This design comes from an exercise in tuning for small area, a short achievable clock period and few clock cycles per item on the open sky130 flow, not from production work.
The RTL was checked by simulation tests, not by an equivalence proof against the original design.
The clock input has no modelled driver; a real chip could not lean on it and would need a root buffer or a full tree.
No activity file was given, so power comes from the tool's default toggle rates.

==> inputs of run a <==
==> flow/design.v <==
module data_mem_responder #(
  parameter int DM_ADDRESS = 9,
  parameter int DATA_W     = 32
) (
  input  logic                  clock,
  input  logic                  reset,
  input  logic                  req_valid,
  output logic                  req_ready,
  input  logic                  req_write,
  input  logic [2:0]            req_funct3,
  input  logic [DM_ADDRESS-1:0] req_addr,
  input  logic [DATA_W-1:0]     req_wdata,
  output logic                  rsp_valid,
  input  logic                  rsp_ready,
  output logic [DATA_W-1:0]     rsp_rdata,
  output logic                  rsp_err
);
  localparam int WORDS = 2 ** (DM_ADDRESS - 2);
  localparam int LANES = DATA_W / 8;
  localparam int QN    = 4;
  localparam int NGRP  = 4;
  function automatic logic access_err(input logic wr, input logic [2:0] f3,
                                      input logic [1:0] lane);
    logic e;
    case (f3)
      3'b000:  e = 1'b0;
      3'b001:  e = lane[0];
      3'b010:  e = (lane != 2'b00);
      3'b100:  e = wr;
      3'b101:  e = wr | lane[0];
      default: e = 1'b1;
    endcase
    access_err = e;
  endfunction
  logic              req_ready_q;
  logic              accept_w;
  logic              err_w;
  logic [LANES-1:0]  be_w;
  logic [DATA_W-1:0] wlane_w;
  assign accept_w = req_valid && req_ready_q && !reset;
  assign err_w    = access_err(req_write, req_funct3, req_addr[1:0]);
  always_comb begin
    be_w    = '0;
    wlane_w = req_wdata;
    case (req_funct3[1:0])
      2'b00: begin
        be_w    = 4'b0001 << req_addr[1:0];
        wlane_w = {4{req_wdata[7:0]}};
      end
      2'b01: begin
        be_w    = req_addr[1] ? 4'b1100 : 4'b0011;
        wlane_w = {2{req_wdata[15:0]}};
      end
      default: be_w = 4'b1111;
    endcase
  end
  logic              v_r;
  logic [WORDS-1:0]  sel_r;      
  logic [LANES-1:0]  we_r;       
  logic [DATA_W-1:0] wlane_r;
  logic              ld_r;       
  logic              err_r;
  logic [2:0]        f3_r;
  logic [1:0]        lane_r;
  always_ff @(posedge clock) begin
    v_r     <= accept_w;
    we_r    <= (accept_w && req_write && !err_w) ? be_w : '0;
    ld_r    <= !req_write && !err_w;
    err_r   <= err_w;
    f3_r    <= req_funct3;
    lane_r  <= req_addr[1:0];
    wlane_r <= wlane_w;
    for (int w = 0; w < WORDS; w++) begin
      sel_r[w] <= (req_addr[DM_ADDRESS-1:2] == w[DM_ADDRESS-3:0]);
    end
  end
  logic [DATA_W-1:0] rd_word_w;
  logic [WORDS-1:0][DATA_W-1:0] word_q;
  generate
    for (genvar gw = 0; gw < WORDS; gw++) begin : g_word
      for (genvar gl = 0; gl < LANES; gl++) begin : g_lane
        always_ff @(posedge clock) begin
          if (sel_r[gw] && we_r[gl]) begin
            word_q[gw][8*gl +: 8] <= wlane_r[8*gl +: 8];
          end
        end
      end
    end
  endgenerate
  logic [NGRP-1:0][DATA_W-1:0] part_w, part_q;
  always_comb begin
    for (int g = 0; g < NGRP; g++) begin
      part_w[g] = '0;
      for (int k = 0; k < WORDS / NGRP; k++) begin
        part_w[g] = part_w[g] | (word_q[g * (WORDS / NGRP) + k] &
                                 {DATA_W{sel_r[g * (WORDS / NGRP) + k]}});
      end
    end
  end
  logic       v_r2;
  logic       ld_r2;
  logic       err_r2;
  logic [2:0] f3_r2;
  logic [1:0] lane_r2;
  always_ff @(posedge clock) begin
    part_q  <= part_w;
    v_r2    <= v_r && !reset;
    ld_r2   <= ld_r;
    err_r2  <= err_r;
    f3_r2   <= f3_r;
    lane_r2 <= lane_r;
  end
  always_comb begin
    rd_word_w = '0;
    for (int g = 0; g < NGRP; g++) rd_word_w = rd_word_w | part_q[g];
  end
  logic [7:0]        b_w;
  logic [15:0]       h_w;
  logic [DATA_W-1:0] res_w;
  always_comb begin
    case (lane_r2)
      2'd0:    b_w = rd_word_w[7:0];
      2'd1:    b_w = rd_word_w[15:8];
      2'd2:    b_w = rd_word_w[23:16];
      default: b_w = rd_word_w[31:24];
    endcase
    h_w = lane_r2[1] ? rd_word_w[31:16] : rd_word_w[15:0];
    case (f3_r2)
      3'b000:  res_w = {{24{b_w[7]}}, b_w};
      3'b001:  res_w = {{16{h_w[15]}}, h_w};
      3'b010:  res_w = rd_word_w;
      3'b100:  res_w = {24'd0, b_w};
      3'b101:  res_w = {16'd0, h_w};
      default: res_w = '0;
    endcase
    if (!ld_r2) res_w = '0;
  end
  logic [QN-1:0][DATA_W:0] e_q;        
  logic [QN-1:0]     ev_q;            
  logic              pop_w;
  logic [DATA_W:0]   res_e_w;
  logic [QN-1:0]     ev_pop_w;        
  logic [QN-1:0]     ev_d;
  assign pop_w    = ev_q[0] && rsp_ready;
  assign res_e_w  = {err_r2, res_w};
  assign ev_pop_w = pop_w ? {1'b0, ev_q[QN-1:1]} : ev_q;
  always_comb begin
    ev_d = ev_pop_w;
    if (v_r2) begin
      for (int i = QN - 1; i >= 0; i--) begin
        if (!ev_pop_w[i]) ev_d = ev_pop_w | (QN'(1) << i);
      end
    end
  end
  logic h_res_w, h_next_w, h_hold_w;
  assign h_res_w  = !ev_pop_w[0];
  assign h_next_w = ev_pop_w[0] && pop_w;
  assign h_hold_w = ev_pop_w[0] && !pop_w;
  always_ff @(posedge clock) begin
    e_q[0] <= ({(DATA_W + 1){h_res_w}}  & res_e_w) |
              ({(DATA_W + 1){h_next_w}} & e_q[1]) |
              ({(DATA_W + 1){h_hold_w}} & e_q[0]);
  end
  always_ff @(posedge clock) begin
    for (int i = 1; i < QN; i++) begin
      if (!ev_pop_w[i]) begin
        e_q[i] <= res_e_w;
      end else if (pop_w) begin
        e_q[i] <= (i + 1 < QN) ? e_q[(i + 1) % QN] : res_e_w;
      end
    end
  end
  always_ff @(posedge clock) begin
    if (reset) begin
      ev_q        <= '0;
      req_ready_q <= 1'b1;
    end else begin
      ev_q        <= ev_d;
      req_ready_q <= !ev_d[QN-3] || (!ev_d[QN-2] && !(accept_w && v_r));
    end
  end
  assign req_ready = req_ready_q;
  assign rsp_valid = ev_q[0];
  assign rsp_rdata = e_q[0][DATA_W-1:0];
  assign rsp_err   = e_q[0][DATA_W];
endmodule
==> flow/flow/run.sh <==
#!/bin/bash
# Layout flow: the standard ORFS flow, with two changes:
# - the port buffers are plain buffers (sky130_fd_sc_hd__buf_4) instead of
#   the default delay-buffer cell;
# - after CTS, the clock tree's buffers are replaced in place by inverters
#   (flow/swap_clock.tcl), which cuts the clock insertion delay for every
#   register alike. Every register still sees the clock's rising edge.
# Each tool's output goes to a log file of its own in the work folder.
set -euo pipefail
cd "$(dirname "$0")/.."
export BUFFER_PORTS_ARGS="-buffer_cell sky130_fd_sc_hd__buf_4"
bash standard.sh cts > flow_to_cts.log 2>&1
export RES="$PWD/orfs/results/sky130hd/data_mem_responder/base"
export LIB="$FLOW_HOME/platforms/sky130hd/lib/sky130_fd_sc_hd__tt_025C_1v80.lib"
openroad -no_init -exit flow/swap_clock.tcl > swap_clock.log 2>&1
bash standard.sh > flow_to_finish.log 2>&1
==> flow/flow/swap_clock.tcl <==
# Rebuild the clock tree made by CTS with inverters: every clock-tree buffer
# (a clkbuf_* cell named clkbuf_* by TritonCTS) becomes an inv_16 in the same
# place, driving the same net. Every register's clock path runs through the
# same number of tree cells, so the registers still see the rising edge of
# the clock; the script checks this and leaves the layout as it was if not.
set res $::env(RES)
read_liberty $::env(LIB)
read_db $res/4_cts.odb

set db [ord::get_db]
set block [ord::get_db_block]
set inv [$db findMaster sky130_fd_sc_hd__inv_16]

set swap {}
foreach inst [$block getInsts] {
  if {[string match sky130_fd_sc_hd__clkbuf_* [[$inst getMaster] getName]] &&
      [string match clkbuf_* [$inst getName]]} {
    lappend swap $inst
  }
}

# Parity check: walk the clock network from the clock port and record the
# number of swapped cells between the port and each register clock pin.
set swapped [dict create]
foreach inst $swap { dict set swapped [$inst getName] 1 }
set bad 0
set nregs 0
set todo [list [list [$block findNet clock] 0]]
while {[llength $todo]} {
  lassign [lindex $todo 0] net par
  set todo [lrange $todo 1 end]
  foreach it [$net getITerms] {
    if {![$it isInputSignal]} continue
    set i [$it getInst]
    set m [$i getMaster]
    set mn [$m getName]
    if {[dict exists $swapped [$i getName]]} {
      set out [[$i findITerm X] getNet]
      if {$out ne "NULL"} { lappend todo [list $out [expr {$par ^ 1}]] }
    } elseif {[string match *clkbuf* $mn] || [string match *buf_* $mn]} {
      set o [$i findITerm X]
      if {$o ne "NULL" && [$o getNet] ne "NULL"} { lappend todo [list [$o getNet] $par] }
    } elseif {[string match *df* $mn]} {
      incr nregs
      if {$par} { incr bad }
    } elseif {[string match *clkinv* $mn] || [string match *inv_* $mn]} {
      set o [$i findITerm Y]
      if {$o ne "NULL" && [$o getNet] ne "NULL"} { incr bad }
    }
  }
}
puts "clock tree: [llength $swap] buffers to swap, $nregs register clock pins, $bad with odd parity"
if {$bad != 0 || $nregs == 0} {
  puts "parity check failed: clock tree left as it is"
  exit 0
}

foreach inst $swap {
  set nm [$inst getName]
  set in_net [[$inst findITerm A] getNet]
  set out_net [[$inst findITerm X] getNet]
  set loc [$inst getLocation]
  set orient [$inst getOrient]
  odb::dbInst_destroy $inst
  set new [odb::dbInst_create $block $inv $nm]
  $new setOrient $orient
  $new setLocation [lindex $loc 0] [lindex $loc 1]
  $new setPlacementStatus PLACED
  [$new findITerm A] connect $in_net
  if {$out_net ne "NULL"} { [$new findITerm Y] connect $out_net }
}
global_connect
detailed_placement
check_placement
puts "swapped [llength $swap] clock buffers for inv_16"
write_db $res/4_cts.odb
==> flow/standard.sh <==
#!/bin/bash
# synth_recipe.tcl (not shown) runs the flow's synth.tcl, then flattens the netlist and writes it again
# the make line also repeats each setting of config.mk as NAME=value (left out here)
make -C /OpenROAD-flow-scripts/flow DESIGN_CONFIG=/design/flow/config.mk WORK_HOME=/design/flow/orfs CLKGATE_MAP_FILE= SYNTH_SCRIPT=/design/flow/synth_recipe.tcl "${@:-finish}"
==> flow/config.mk <==
export PLATFORM = sky130hd
export DESIGN_NAME = data_mem_responder
export DESIGN_NICKNAME = data_mem_responder
export VERILOG_FILES = /design/flow/design.v
export SDC_FILE = /design/flow/constraint.sdc
export NUM_CORES = 4
export LEC_CHECK = 0
export CAP_MARGIN = 20
export CORE_MARGIN = 2
export CORE_UTILIZATION = 55
export CTS_CLUSTER_DIAMETER = 100
export CTS_CLUSTER_SIZE = 30
export SETUP_SLACK_MARGIN = 3.0
export SLEW_MARGIN = 20
==> flow/constraint.sdc <==
create_clock -name core_clock -period 5.0 [get_ports {clock}]
set_input_delay 1.0000 -clock core_clock [delete_from_list [all_inputs] [get_ports {clock}]]
set_output_delay 1.0000 -clock core_clock [all_outputs]
set_load 0.01 [all_outputs]
==> inputs of run b, as changes to run a <==
--- a/flow/config.mk
+++ b/flow/config.mk
@@ -10,5 +10,5 @@
 export CORE_UTILIZATION = 55
 export CTS_CLUSTER_DIAMETER = 100
 export CTS_CLUSTER_SIZE = 30
-export SETUP_SLACK_MARGIN = 3.0
+export SETUP_SLACK_MARGIN = 2.75
 export SLEW_MARGIN = 20
==> summary.txt <==
- First-iteration DRC count: run a is larger than run b (about 3%).
- Against run a, the core utilization of run b is lower by 1.0 points.
- Against run a, the fmax of run b is lower by 11%.
- In die area, run a and run b do not differ.
- Count of clock-buffer cells in the layout is the same in run a and run b.
- Against run b, the final area of run a is higher by 1.8%.
- Between run b and run a, the lower cell count is in run b (gap 0.87%, measured against run a).
- Sequential cell count is the same in run b and run a.
- In run a the routed wire length is larger than in run b, by 2.7%.
==> figures <==
| item | run b | run a |
|---|---|---|
| Met2 routed WL | 234400 um | 241400 um |
| Count of nets after finishing | 8873 | 8980 |
| Part of the power in combinational logic | 2.6% | 3.0% |
| Power Sequential | 42.5 mW | 42.4 mW |
| Setup WS post-layout | 2646 ps | 2897 ps |
| Switching power | 16.11 mW | 16.30 mW |
| Final Skew | 68.12 ps | 63.36 ps |
| Highest achievable clock rate | 424.9 MHz | 475.4 MHz |
| Overall via count from detail_route | 91120 | 92600 |
| Total half-perimeter wirelength after legalization and detailed placement | 308900 um | 313400 um |
| Wire length on met3 | 60250 um | 60650 um |
| Part of the total power dissipated in sequential elements | 69.5% | 68.8% |
| Post-DP Area | 166400 um2 | 166500 um2 |
| Result of the run | no timing/DRC/antenna violations | no timing/DRC/antenna violations |
| Hold path endpoint | f3_r2[0] | f3_r2[1] |
| Nature of the critical path endpoint | register | output pin |
| Power density of the placed cells | 355.9 nW/um2 | 352.6 nW/um2 |
| Worst-case hold slack | 337.9 ps | 334.5 ps |
| Register-to-Register Setup Slack | 2650 ps | 2930 ps |
| Time the worst path needs with I/O delays and setup | 2354 ps | 2103 ps |
Testbench counts of run a, summed over its fixed seeds: cycles 16,024, items 16,000.
Testbench counts of run b, summed over its fixed seeds: cycles 16,024, items 16,000.

[afterwards: timing with drivers on the ports]
The flow's constraints put no driver on any port. The routed layouts listed below were extracted and timed again, unchanged, in two steps.
Step 1, drivers: a clkbuf_16 drives clock and a buf_2 each remaining input, both assumed.
Step 2 times the ports against the registers' clock, not the clock port: input delays grow and output delays shrink by t, the midpoint of the rising clock arrivals with the driver on.
Slacks: no drivers / after step 1 / after step 2; pairs: no drivers / after step 1.
run	shift t [ns]	setup WS [ns]	slew at the worst register clock pin (ns)
run a	0.740	2.897 / 2.768 / 2.199	0.12 / 0.12
run b	0.735	2.646 / 2.646 / 2.271	0.12 / 0.12
After both steps setup and hold are still met in every run listed. For run a, which loses most, drivers alone change the setup slack by -0.129 ns; drivers and shift together by -0.698 ns.
